From an optimization exercise on the open Yosys and OpenROAD flow, aimed at a short achievable clock period and few clock cycles per item; shortcuts taken in it are not production practice. The RTL was checked by simulation tests, not by an equivalence proof against the original design. Power and IR drop assume default switching activity.

run 1:
==> flow/design.v (excerpt) <==
module keyed_score_table (
    input  logic        clk,
    input  logic        rst_n,
    input  logic        in_valid,
    output logic        in_ready,
    input  logic [2:0]  in_op,
    input  logic [31:0] in_player_id,
    input  logic [31:0] in_score,
    output logic        out_valid,
    input  logic        out_ready,
    output logic [1:0]  out_status,
    output logic [31:0] out_id,
    output logic [31:0] out_score,
    output logic        out_last
);
For scale: ~29000 cells after synthesis, roughly 5800 flip-flops, about 140 I/O pins, about 0.34 sq mm of cells after synthesis.
export LEC_CHECK = 0
export ABC_CLOCK_PERIOD_IN_PS = 3000
export CAP_MARGIN = 20
export CELL_PAD_IN_SITES_DETAIL_PLACEMENT = 1
export CELL_PAD_IN_SITES_GLOBAL_PLACEMENT = 1
export CORE_MARGIN = 2
export CORE_UTILIZATION = 35
export PLACE_DENSITY = 0.5
export SETUP_SLACK_MARGIN = 5
export SLEW_MARGIN = 20
create_clock -name core_clock -period 10.0 [get_ports {clk}]
standard.sh (not shown) runs the stock make flow with config.mk's settings and CLKGATE_MAP_FILE= SYNTH_SCRIPT=/design/flow/synth_recipe.tcl, a recipe that flattens the netlist after the stock synthesis.
==> flow/flow/run.sh <==
#!/bin/bash
# Layout flow: the standard layout (standard.sh: the standard synthesis and the ORFS
# steps unchanged), with
#  - global routing layer capacities of its own (flow/fastroute.tcl) that move routes from
#    met1/met2 to the upper layers, so that detailed routing converges.
# The SDC (clock, I/O delays, loads) is the standard flow's. Each tool's output stays in orfs/logs/;
# make's own output goes to flow_make.log.
set -euo pipefail
MARGIN=6.5
TNS=100
FR="$(pwd)/flow/fastroute.tcl"
sed -E "s#\"\\\$\\{@:-finish\\}\"#SETUP_SLACK_MARGIN=${MARGIN} TNS_END_PERCENT=${TNS} FASTROUTE_TCL=${FR} \"\${@:-finish}\"#" standard.sh > standard_tight.sh
grep -q "SETUP_SLACK_MARGIN=${MARGIN} " standard_tight.sh
bash standard_tight.sh > flow_make.log 2>&1
==> flow/flow/fastroute.tcl <==
# Global routing layer capacities for this design: the platform's 0.2 on every layer left
# met1 and met2 crowded for the detailed router while met3-met5 stayed mostly free, so the
# lower layers are derated more and the upper ones carry more of the global routes.
set_global_routing_layer_adjustment met1 0.45
set_global_routing_layer_adjustment met2 0.35
set_global_routing_layer_adjustment met3-$::env(MAX_ROUTING_LAYER) 0.2

set_routing_layers -clock $::env(MIN_CLK_ROUTING_LAYER)-$::env(MAX_ROUTING_LAYER)
set_routing_layers -signal $::env(MIN_ROUTING_LAYER)-$::env(MAX_ROUTING_LAYER)
From the logs: run 1 reached the end of the flow and failed the layout checks with capacitance limit, slew limit.
Testbench counts of run 1, summed over its fixed seeds: cycles 5,204, items 3,200.
Inputs modified between run 1 and run 2:
-- flow/design.v --
<<< run 1, line 562
    logic [D-1:0]     hsel;         
    logic [3:0]       emit;         
    logic             pv;           
    logic [66:0]      pd;
    logic             o_take;       
    logic             ov;           
    logic             ovn;          
>>> run 2, line 562
    logic [D-1:0]     hsel;         
    logic [3:0]       emit;         
    logic             ov;           
    logic             ovn;          
<<< run 1, line 599
        emit_d = {ST_OK, sn_rec[head_b*64 +: 64], head_last};
    end
    assign o_take     = ovn || out_ready;
    assign rd_fire    = (!pv || o_take) && head_rdy;
    assign pop        = rd_fire && head_last;
    assign occ_nx     = wptr_nx - rptr;       
>>> run 2, line 596
        emit_d = {ST_OK, sn_rec[head_b*64 +: 64], head_last};
    end
    assign rd_fire    = (ovn || out_ready) && head_rdy;
    assign pop        = rd_fire && head_last;
    assign occ_nx     = wptr_nx - rptr;       
<<< run 1, line 632
            emit     <= '0;
            space_ok <= 1'b1;
            pv       <= 1'b0;
            ovn      <= 1'b1;
        end
>>> run 2, line 628
            emit     <= '0;
            space_ok <= 1'b1;
            ovn      <= 1'b1;
        end
<<< run 1, line 647
                emit <= emit + 1'b1;
            space_ok <= occ_nx < PW'(D);
            if (!pv || o_take)
                pv <= head_rdy;
            if (o_take)
                ovn <= !pv;
        end
    end
>>> run 2, line 642
                emit <= emit + 1'b1;
            space_ok <= occ_nx < PW'(D);
            if (ovn || out_ready)
                ovn <= !head_rdy;
        end
    end
<<< run 1, line 656
    always_ff @(posedge clk)
    begin
        if (rd_fire)
            pd <= od_nx;
        ov <= rst_n && (o_take ? pv : !ovn);
        od <= o_take ? pd : ~odn;
        if (o_take)
            odn <= ~pd;
    end
    always_ff @(posedge clk or negedge rst_n)
>>> run 2, line 649
    always_ff @(posedge clk)
    begin
        ov <= rst_n && ((ovn || out_ready) ? head_rdy : !ovn);
        od <= rd_fire ? od_nx : ~odn;
        if (rd_fire)
            odn <= ~od_nx;
    end
    always_ff @(posedge clk or negedge rst_n)
Results
- Ran to the end and failed final checks on capacitance limit, slew limit: run 2.
- | flop and latch count out of synthesis | lower: run 2 |
- Sort run 2 and run 1 by design area, ascending, and run 1 comes first.
- Run 2 vs run 1, core area went down by 0.93%.
- [run 2 vs run 1] final core utilization: higher in run 2
- Cmp run 2 and run 1 / cell count / higher: run 2
- Looking at critical path launch point, the u_core.s_v result is from run 1; the u_core.e1h[8] one comes from run 2.
- Run 2 reports a higher detailed-route wire length than run 1 does.
- Run 2 vs. run 1: placed standard-cell area has decreased; global-route usage went up; top achievable clock speed now smaller.
- The simple logic cell fraction of the synthesized area of run 2 falls short of that of run 1 by 0.18 points.
- On run 2: peak supply drop is 82% higher than what run 1 gave.
- [run 2 vs run 1] share of power burned in combinational logic: higher in run 2
- Re worst-margin pin slew: run 1 was lower than run 2.
- Area growth from synthesis to layout for run 2 is higher than for run 1.
Testbench counts of run 2, summed over its fixed seeds: cycles 5,196, items 3,200.

[static timing again, ports no longer ideal]
Ports are ideal in the flow. The routed layouts listed here were re-timed in OpenROAD.
Step 1, drivers: a clkbuf_16 drives clk and a buf_2 each remaining input, both assumed.
Step 2 adds t to the input delays and takes it off the output delays; t is the mean of the earliest and latest rising clock arrival at the registers after step 1. Input paths then give back, and output paths get back, about the clock's delay inside the block.
a / b / c = ideal / step 1 / step 2; a / b = the first two.
run | t (ns) | setup slack, ns | worst register clock-pin slew, ns
run 1 | 1.273 | 5.795 / 5.795 / 4.728 | 0.08 / 0.08
run 2 | 1.309 | 5.747 / 5.747 / 5.019 | 0.08 / 0.08
The setup slack of run 1, which loses most, moves by 0.000 ns with the drivers and by -1.067 ns with both steps.
